Context: an optimization exercise on an open-source flow, tuned for small area. The choices shown serve that exercise and are no tape-out recipe. In this exercise RTL edits were held to simulation tests only and were not proved equivalent to the original. Power is estimated from default activity; no workload was simulated. The clock port is modelled as an ideal driver; clocking choices that lean on that would not hold on a real chip.

==> flow/design.v <==
package deq_pkg;
  localparam int WORD_W  = 32;
  localparam int COUNT_W = 5;
  localparam logic [WORD_W-1:0] WORD_NONE = '1;
  typedef enum logic [2:0] {
    KIND_PUSH_FRONT = 3'd0,
    KIND_PUSH_BACK  = 3'd1,
    KIND_POP_FRONT  = 3'd2,
    KIND_POP_BACK   = 3'd3,
    KIND_CLEAR      = 3'd4,
    KIND_REVERSE    = 3'd5
  } deq_kind_t;
  typedef enum logic {
    ST_IDLE,
    ST_FILL
  } deq_state_t;
  typedef struct packed {
    logic                push_dropped;
    logic                is_empty;
    logic [COUNT_W-1:0]  entry_count;
    logic [WORD_W-1:0]   back_value;
    logic [WORD_W-1:0]   front_value;
    logic                popped_ok;
    logic [WORD_W-1:0]   popped_value;
  } deq_res_t;
endpackage
module deq_store #(
  parameter int DEPTH = 16
) (
  input  logic                       clk,
  input  logic                       wr_now,
  input  logic                       keep_now,    
  input  logic                       ones_now,
  input  logic [deq_pkg::WORD_W-1:0] wr_data,
  output logic [deq_pkg::WORD_W-1:0] tap
);
  localparam int W = deq_pkg::WORD_W;
  logic [DEPTH*W-1:0] ring;
  assign tap = (wr_data & {W{wr_now}}) | (ring[DEPTH*W-1 -: W] & {W{keep_now}}) | {W{ones_now}};
  always_ff @(posedge clk) begin
    ring <= {ring[(DEPTH-1)*W-1:0], tap};
  end
endmodule
module deq_ctrl #(
  parameter int AW = 4,
  parameter int CW = 5
) (
  input  logic          clk,
  input  logic          rst_n,
  input  logic [2:0]    kind,
  input  logic          accept,
  output logic          last,          
  output logic          ahead,         
  output logic [CW-1:0] count,
  output logic          do_pop,
  output logic          dropped,
  output logic          none_after,    
  output logic          w_hit,         
  output logic          p_hit,         
  output logic          f_hit,         
  output logic          b_hit          
);
  localparam logic [AW-1:0] M1 = {AW{1'b1}};
  localparam logic [AW-1:0] M2 = {AW{1'b1}} - 1'b1;
  localparam logic [AW-1:0] M3 = {AW{1'b1}} - 2'd2;
  localparam logic [AW-1:0] ONE = 1;
  logic [AW-1:0] off_r, off_load;
  logic [CW-1:0] cnt_r, cnt_step;
  logic          rev_r, rev_nxt;
  logic [AW-1:0] f;                    
  logic          is_push, is_pop, is_clr, is_rev, low_side, full, empty, do_push;
  logic          push_lo, push_hi, pop_lo, pop_hi;
  logic          o_m2, o_m1, o_0, f_m1, f_m2, f_m3, lo_hit, hi_hit;
  assign is_push  = (kind[2:1] == 2'b00);
  assign is_pop   = (kind[2:1] == 2'b01);
  assign is_clr   = (kind == 3'd4);
  assign is_rev   = (kind == 3'd5);
  assign low_side = ~(kind[0] ^ rev_r);
  assign full     = cnt_r[CW-1];
  assign empty    = (cnt_r == '0);
  assign do_push  = is_push & ~full;
  assign do_pop   = is_pop & ~empty;
  assign dropped  = is_push & full;
  assign push_lo  = do_push & low_side;
  assign push_hi  = do_push & ~low_side;
  assign pop_lo   = do_pop & low_side;
  assign pop_hi   = do_pop & ~low_side;
  assign f     = off_r - cnt_r[AW-1:0];
  assign o_m2  = (off_r == M2);
  assign o_m1  = (off_r == M1);
  assign o_0   = (off_r == '0);
  assign f_m1  = (f == M1);
  assign f_m2  = (f == M2);
  assign f_m3  = (f == M3);
  assign last  = o_m1;
  assign ahead = o_m2;
  assign w_hit  = push_lo ? o_m2 : (push_hi & f_m1);
  assign p_hit  = pop_lo ? o_m1 : (pop_hi & f_m2);
  assign lo_hit = push_lo ? o_m2 : (pop_lo ? o_0 : o_m1);
  assign hi_hit = push_hi ? f_m1 : (pop_hi ? f_m3 : f_m2);
  assign off_load = push_lo ? ONE : (pop_lo ? M1 : '0);
  assign cnt_step = do_push ? 1 : (do_pop ? '1 : '0);
  assign rev_nxt    = rev_r ^ is_rev;
  assign none_after = is_clr | (empty & ~do_push) | (pop_lo | pop_hi) & (cnt_r == 1);
  assign f_hit      = rev_nxt ? hi_hit : lo_hit;
  assign b_hit      = rev_nxt ? lo_hit : hi_hit;
  assign count      = cnt_r;
  always_ff @(posedge clk) begin
    if (!rst_n) begin
      off_r <= '0;
      cnt_r <= '0;
      rev_r <= 1'b0;
    end else begin
      off_r <= accept ? off_load : off_r + 1'b1;
      if (accept) begin
        cnt_r <= is_clr ? '0 : cnt_r + cnt_step;
        rev_r <= rev_nxt;
      end
    end
  end
endmodule
module double_ended_queue_unit #(
  parameter int DEPTH = 16
) (
  input  logic         clk,
  input  logic         rst_n,
  input  logic         in_tvalid,
  output logic         in_tready,
  input  logic [39:0]  in_tdata,
  input  logic [2:0]   in_tuser,
  output logic         out_tvalid,
  input  logic         out_tready,
  output logic [103:0] out_tdata
);
  localparam int W  = deq_pkg::WORD_W;
  localparam int AW = $clog2(DEPTH);
  localparam int CW = $clog2(DEPTH + 1);
  logic          busy, force_r, ones_r, wr_r, keep_r, ldp_r, ldf_r, ldb_r;
  logic          out_valid_r;
  logic          pok_r, drop_r;
  logic [W-1:0]  pop_r, front_r, back_r;
  logic          last, ahead, begin_now, ones_ok, sweep_next, accept;
  logic [W-1:0]  tap;
  logic [CW-1:0] count;
  logic          do_pop, dropped, none_after, w_hit, p_hit, f_hit, b_hit;
  assign begin_now  = ~busy & ~force_r & ahead & in_tvalid & (~out_valid_r | out_tready);
  assign ones_ok    = begin_now & (~count[CW-1] | none_after);
  assign sweep_next = force_r | (busy & ~last);
  assign in_tready  = busy & last;
  assign accept     = in_tvalid & in_tready;
  deq_ctrl #(
    .AW(AW),
    .CW(CW)
  ) u_ctrl (
    .clk       (clk),
    .rst_n     (rst_n),
    .kind      (in_tuser),
    .accept    (accept),
    .last      (last),
    .ahead     (ahead),
    .count     (count),
    .do_pop    (do_pop),
    .dropped   (dropped),
    .none_after(none_after),
    .w_hit     (w_hit),
    .p_hit     (p_hit),
    .f_hit     (f_hit),
    .b_hit     (b_hit)
  );
  deq_store #(
    .DEPTH(DEPTH)
  ) u_store (
    .clk     (clk),
    .wr_now  (wr_r),
    .keep_now(keep_r),
    .ones_now(ones_r),
    .wr_data (in_tdata[W-1:0]),
    .tap     (tap)
  );
  always_ff @(posedge clk) begin
    if (!rst_n) begin
      busy        <= 1'b0;
      force_r     <= 1'b0;
      out_valid_r <= 1'b0;
    end else begin
      busy        <= sweep_next;
      force_r     <= begin_now;
      out_valid_r <= accept | (out_valid_r & ~out_tready);
    end
  end
  always_ff @(posedge clk) begin
    ones_r <= ones_ok;
    wr_r   <= sweep_next & w_hit;
    keep_r <= ~(sweep_next & w_hit);
    ldp_r  <= begin_now ? (ones_ok & ~do_pop) : (sweep_next & p_hit);
    ldf_r  <= begin_now ? none_after : (sweep_next & ~none_after & f_hit);
    ldb_r  <= begin_now ? none_after : (sweep_next & ~none_after & b_hit);
  end
  always_ff @(posedge clk) begin
    if (accept) begin
      pok_r  <= do_pop;
      drop_r <= dropped;
    end
    if (ldp_r) begin
      pop_r <= tap;
    end
    if (ldf_r) begin
      front_r <= tap;
    end
    if (ldb_r) begin
      back_r <= tap;
    end
  end
  assign out_tvalid = out_valid_r;
  assign out_tdata  = {drop_r, (count == '0), count, back_r, front_r, pok_r, pop_r};
endmodule
export LEC_CHECK = 0
export CAP_MARGIN = 20
export CORE_MARGIN = 2
export CORE_UTILIZATION = 55
export CTS_BUF_LIST = sky130_fd_sc_hd__clkbuf_8
export CTS_CLUSTER_DIAMETER = 50
export CTS_CLUSTER_SIZE = 18
export PLACE_DENSITY = 0.7
export SLEW_MARGIN = 20
create_clock -name core_clock -period 5.0 [get_ports {clk}]
standard.sh (not shown) runs the stock make flow with config.mk's settings and CLKGATE_MAP_FILE= SYNTH_SCRIPT=/design/flow/synth_recipe.tcl, a recipe that flattens the netlist after the stock synthesis.
==> flow/flow/run.sh <==
#!/bin/bash
# Standard layout, with the port buffers made of the smallest buffer cell.
set -euo pipefail
export BUFFER_PORTS_ARGS="-buffer_cell sky130_fd_sc_hd__buf_1"
bash standard.sh > flow.log 2>&1
The starting point completed without violations.
Rerun with:
==> flow/flow/run.sh (replaced) <==
#!/bin/bash
# The standard layout, with three changes to how it is made:
#  - synthesis maps the logic with an area-oriented ABC script (strash; dch;
#    amap) in place of ORFS's delay-oriented one; every other synthesis step,
#    and so every register, is the standard synthesis's;
#  - the port buffers are the smallest buffer cell;
#  - clock tree synthesis inserts no dummy loads.
set -euo pipefail
export BUFFER_PORTS_ARGS="-buffer_cell sky130_fd_sc_hd__buf_1"
export CTS_ARGS="-sink_clustering_enable -repair_clock_nets -sink_clustering_size 36 -sink_clustering_max_diameter 90 -buf_list sky130_fd_sc_hd__clkbuf_16 -dont_use_dummy_load"

# ORFS's scripts, with the ABC script that synthesis uses replaced.
mkdir -p synth_scripts
cp -r "$FLOW_HOME/scripts/." synth_scripts/
cp flow/abc_area_map.script synth_scripts/abc_speed.script

SCRIPTS_DIR="$PWD/synth_scripts" bash standard.sh synth > synth.log 2>&1
bash standard.sh > flow.log 2>&1
==> flow/flow/abc_area_map.script (new file) <==
strash
dch
amap
--- a/flow/config.mk
+++ b/flow/config.mk
@@ -8,8 +8,5 @@
 export CAP_MARGIN = 20
 export CORE_MARGIN = 2
-export CORE_UTILIZATION = 55
-export CTS_BUF_LIST = sky130_fd_sc_hd__clkbuf_8
-export CTS_CLUSTER_DIAMETER = 50
-export CTS_CLUSTER_SIZE = 18
+export CORE_UTILIZATION = 58
 export PLACE_DENSITY = 0.7
 export SLEW_MARGIN = 20
=> Die area is lower by 6.2%. Synthesized cell count is lower by about 1.8%. Design area is lower by 3.1%. Global-route usage is lower by 0.29 points. Via count is lower by about 4.5%. Sequential share of layout area is higher by 2.6 points. Clock power is lower by about 20%. Utilization is higher by 2.2 points. Sequential power hardly moves. Routed wire length is lower by 8.1%. Non-clock buffer count does not change.
Rerun with:
--- a/flow/config.mk
+++ b/flow/config.mk
@@ -8,5 +8,5 @@
 export CAP_MARGIN = 20
 export CORE_MARGIN = 2
-export CORE_UTILIZATION = 58
+export CORE_UTILIZATION = 50
 export PLACE_DENSITY = 0.7
 export SLEW_MARGIN = 20
Wire length climbs by 2.4%.
Die area rose by 16%.
Design area climbs by 0.43%.
Worst hold slack gets worse by 0.018 ns.
Sequential share of layout area is lower by 0.36 points.
Cell count goes up by 4.3%.
Count of clock-buffer cells in the layout does not change.
Clock power barely changes.
Utilization drops by 8.1 points.
Rerun with:
==> flow/flow/run.sh (replaced) <==
#!/bin/bash
# Standard layout, with the port buffers made of the smallest buffer cell
# and clock tree synthesis without dummy loads.
set -euo pipefail
export BUFFER_PORTS_ARGS="-buffer_cell sky130_fd_sc_hd__buf_1"
export CTS_ARGS="-sink_clustering_enable -repair_clock_nets -sink_clustering_size 36 -sink_clustering_max_diameter 90 -buf_list sky130_fd_sc_hd__clkbuf_16 -dont_use_dummy_load"
bash standard.sh > flow.log 2>&1
--- a/flow/config.mk
+++ b/flow/config.mk
@@ -8,5 +8,8 @@
 export CAP_MARGIN = 20
 export CORE_MARGIN = 2
-export CORE_UTILIZATION = 50
+export CORE_UTILIZATION = 55
+export CTS_BUF_LIST = sky130_fd_sc_hd__clkbuf_16
+export CTS_CLUSTER_DIAMETER = 90
+export CTS_CLUSTER_SIZE = 36
 export PLACE_DENSITY = 0.7
 export SLEW_MARGIN = 20
removed: flow/flow/abc_area_map.script
=>
- worst setup slack gets better by 0.16 ns
- via count grows by 1.3%
- critical path depth is lower by 3
- sequential power stays flat
- final cell count falls by 3.3%
- wire length rose by 2.3%
- cell area came out higher by about 0.4%
- non-clock buffer count is unchanged

[separate check: timing with driven ports]
The results above use ideal ports. As a check the final layouts listed here were re-extracted and re-timed, cells and wires unchanged. Step 1 (the two cells are an assumption about what drives the block):
set clk [get_ports {clk}]
set_driving_cell -lib_cell sky130_fd_sc_hd__clkbuf_16 $clk
set_driving_cell -lib_cell sky130_fd_sc_hd__buf_2 [delete_from_list [all_inputs] $clk]
Step 2 moves the port delays by t, midway between the first and last clock arrival at a register: inputs arrive t later, outputs are due t later. That takes back most of the time a late clock gives input paths. a / b / c = ideal ports / drivers / drivers and shift; a / b = the first two.
run | shift t [ns] | setup slack, ns | latest minus earliest clock arrival (ns)
the first run | 0.596 | 1.966 / 1.924 / 1.760 | 0.020 / 0.020
the second run | 0.560 | 1.796 / 1.751 / 1.496 | 0.056 / 0.055
the third run | 0.562 | 1.844 / 1.798 / 1.576 | 0.056 / 0.057
the fourth run | 0.571 | 2.003 / 1.956 / 1.781 | 0.029 / 0.029
After both steps every run listed still meets setup and hold. The setup slack of the second run, which loses most, moves by -0.045 ns with the drivers and by -0.300 ns with both steps.
